This is an optimization exercise on Yosys and OpenROAD, whose aim is small area, a short achievable clock period and few clock cycles per item, not a production implementation. RTL that was checked went through simulation tests only; none was proved equivalent to the original. Power and IR drop assume default switching activity.

==> flow/design.v (excerpt) <==
module pipeline_cpu (
    input  wire         clock,
    input  wire         arst_n,
    output logic [31:0] address_imem,
    input  wire  [31:0] q_imem,
    output logic [31:0] address_dmem,
    output logic [31:0] data,
    output logic        wren,
    input  wire  [31:0] q_dmem,
    output logic        ctrl_write_enable,
    output logic [4:0]  ctrl_write_reg,
    output logic [4:0]  ctrl_read_reg_a,
    output logic [4:0]  ctrl_read_reg_b,
    output logic [31:0] data_write_reg,
    input  wire  [31:0] data_read_reg_a,
    input  wire  [31:0] data_read_reg_b
);
Settings: LEC_CHECK=0, CAP_MARGIN=20, CORE_MARGIN=2, CORE_UTILIZATION=40, PLACE_DENSITY=0.6, SETUP_SLACK_MARGIN=4, SLEW_MARGIN=20; clock period 8.5 ns.
run.sh (not shown) runs the stock make flow with config.mk's settings and CLKGATE_MAP_FILE= SYNTH_SCRIPT=/design/flow/synth_recipe.tcl, a recipe that flattens the netlist after the stock synthesis.
The first run finished clean.
==> next run, changes <==
- ABC_AREA: unset -> 1
After rerunning: The new run completed with no timing, DRC or antenna violations; routed wire length rose by 30%; total power fell by 8.7%; die area rose by 9.1%; worst setup slack improved by 0.16 ns; register-to-register slack improved by 0.44 ns; combinational power fell by about 10%; cell area rose by 5.1%; clock-buffer cell count rose by 1; utilization fell by 2.2 points; area after synthesis rose by 9.3%; global-route usage rose by 6.5 points.
No functional check of the RTL was part of any run of this note.

Another version of the RTL of pipeline_cpu (not shown whole).
Size in the first run: roughly 1300 cells after synthesis.
==> flow/config.mk <==
export PLATFORM = sky130hd
export DESIGN_NAME = pipeline_cpu
export DESIGN_NICKNAME = pipeline_cpu
export VERILOG_FILES = /design/flow/design.v
export SDC_FILE = /design/flow/constraint.sdc
export NUM_CORES = 4
export LEC_CHECK = 0
export CAP_MARGIN = 20
export CORE_MARGIN = 2
export CORE_UTILIZATION = 40
export PLACE_DENSITY = 0.6
export SETUP_SLACK_MARGIN = 4.5
export SLEW_MARGIN = 20
export TNS_END_PERCENT = 5
==> flow/constraint.sdc <==
create_clock -name core_clock -period 8.5 [get_ports {clock}]
set_input_delay 1.7000 -clock core_clock [delete_from_list [all_inputs] [get_ports {clock}]]
set_output_delay 1.7000 -clock core_clock [all_outputs]
set_load 0.01 [all_outputs]
standard.sh (not shown) runs the stock make flow with config.mk's settings and CLKGATE_MAP_FILE= SYNTH_SCRIPT=/design/flow/synth_recipe.tcl, a recipe that flattens the netlist after the stock synthesis.
==> flow/flow/run.sh <==
#!/bin/bash
# Own layout flow: the standard flow (standard.sh, unchanged synthesis,
# floorplan, power grid, placement, CTS and routing), with one change: the
# buffers that global placement puts on every input and output port are
# sky130_fd_sc_hd__buf_1 cells instead of the default delay-buffer cell.
# The timing repair steps still resize them where timing needs it.
set -euo pipefail
export BUFFER_PORTS_ARGS="-buffer_cell sky130_fd_sc_hd__buf_1"
bash standard.sh > standard.log 2>&1
Testbench counts at the start, summed over its fixed seeds: cycles 9,364, instrs 9,364.
Then changed:
--- a/flow/config.mk
+++ b/flow/config.mk
@@ -10,3 +10,3 @@
-export CORE_UTILIZATION = 40
-export PLACE_DENSITY = 0.6
-export SETUP_SLACK_MARGIN = 4.5
+export CORE_UTILIZATION = 55
+export PLACE_DENSITY = 0.7
+export SETUP_SLACK_MARGIN = 4
Result:
- routed wire length goes down by 3.0%
- global-route usage goes up by 10 points
- power goes up by 0.52%
- combinational power barely changes
- worst setup slack improves by 0.040 ns
Then changed:
--- a/flow/config.mk
+++ b/flow/config.mk
@@ -10,2 +10,2 @@
-export CORE_UTILIZATION = 55
-export PLACE_DENSITY = 0.7
+export CORE_UTILIZATION = 40
+export PLACE_DENSITY = 0.6
@@ -14 +14 @@
-export TNS_END_PERCENT = 5
+export TNS_END_PERCENT = 20
What happened: Global-route usage came out lower by 9.3 points; final area stays flat; sequential power came out lower by about 0.9%; wire length went up by 6.0%; worst setup slack is worse by 0.039 ns; area after synthesis stays the same; die area rose by 36%; non-clock buffer count goes down by 9; hold slack improved by 0.0084 ns; core utilization shrinks by 18 points; clock-buffer cell count rises by 1.
Then changed:
--- a/flow/config.mk
+++ b/flow/config.mk
@@ -14 +14 @@
-export TNS_END_PERCENT = 20
+export TNS_END_PERCENT = 10
Outcome: Power grows by 1.8%; count of clock-buffer cells in the layout shrinks by 1; clock power grows by 5.1%; sequential share of layout area shrinks by 0.19 points; register-to-register slack gets better by 0.04 ns; setup slack gets better by 0.080 ns; area after synthesis does not change.
Then changed:
--- a/flow/config.mk
+++ b/flow/config.mk
@@ -11 +11 @@
-export PLACE_DENSITY = 0.6
+export PLACE_DENSITY = 0.5
@@ -14 +14 @@
-export TNS_END_PERCENT = 10
+export TNS_END_PERCENT = 5
After rerunning: Utilization hardly moves. Area after synthesis does not change. Worst setup slack got worse by 0.070 ns. Flip-flop and latch count stays the same. Clock-buffer cell count came out higher by 1. Synthesized cell count stays the same. Via count came out lower by about 0.9%. Power came out lower by about 2.2%. Global-route usage came out higher by 0.37 points. Combinational power is about the same.
Then changed:
--- a/flow/config.mk
+++ b/flow/config.mk
@@ -11 +11 @@
-export PLACE_DENSITY = 0.5
+export PLACE_DENSITY = 0.6
@@ -14 +14 @@
-export TNS_END_PERCENT = 5
+export TNS_END_PERCENT = 2
Result: The new run produced a clean layout; critical path depth goes down by 7; global-route usage goes down by 1.1 points; area after synthesis does not change; clock power went up by about 3%; clock-buffer cell count came out lower by 1; setup slack is better by 0.068 ns; final area is lower by 0.55%; routed wire length shrinks by 2.8%; via count went up by 0.87%.

==> static timing again, ports no longer ideal <==
No port has a modelled driver above. Below, the same layouts with a new extraction and two added sets of constraints. Step 1 (the two cells are an assumption about what drives the block):
set clk [get_ports {clock}]
set_driving_cell -lib_cell sky130_fd_sc_hd__clkbuf_16 $clk
set_driving_cell -lib_cell sky130_fd_sc_hd__buf_2 [delete_from_list [all_inputs] $clk]
Step 2 also shifts input and output timing later by t, the mid clock arrival at the registers, as if the neighbouring blocks saw the same clock. Slacks: no drivers / after step 1 / after step 2; pairs: no drivers / after step 1.
run | shift t [ns] | slack for setup (ns) | hold slack, ns | worst register clock-pin slew, ns | worst slew at a driven data input, ns
the first run of note 1 | 0.436 | 3.811 / 3.786 / 3.350 | 0.728 / 0.728 / 0.728 | 0.09 / 0.09 | 0.11
the second run of note 1 | 0.445 | 3.970 / 3.978 / 3.534 | 0.867 / 0.867 / 0.867 | 0.09 / 0.09 | 0.05
the first run of note 2 | 0.413 | 3.755 / 3.766 / 3.353 | 0.700 / 0.700 / 0.700 | 0.09 / 0.09 | 0.10
the second run of note 2 | 0.413 | 3.794 / 3.769 / 3.356 | 0.702 / 0.702 / 0.702 | 0.09 / 0.09 | 0.12
the third run of note 2 | 0.422 | 3.755 / 3.750 / 3.328 | 0.710 / 0.710 / 0.710 | 0.10 / 0.10 | 0.06
the fourth run of note 2 | 0.424 | 3.835 / 3.833 / 3.408 | 0.656 / 0.656 / 0.656 | 0.10 / 0.10 | 0.07
the fifth run of note 2 | 0.416 | 3.765 / 3.768 / 3.352 | 0.678 / 0.678 / 0.678 | 0.09 / 0.09 | 0.06
the sixth run of note 2 | 0.424 | 3.833 / 3.858 / 3.434 | 0.709 / 0.709 / 0.709 | 0.09 / 0.09 | 0.07
After both steps setup and hold are still met in every run listed. For the first run of note 1, which loses most, drivers alone change the setup slack by -0.025 ns; drivers and shift together by -0.461 ns.
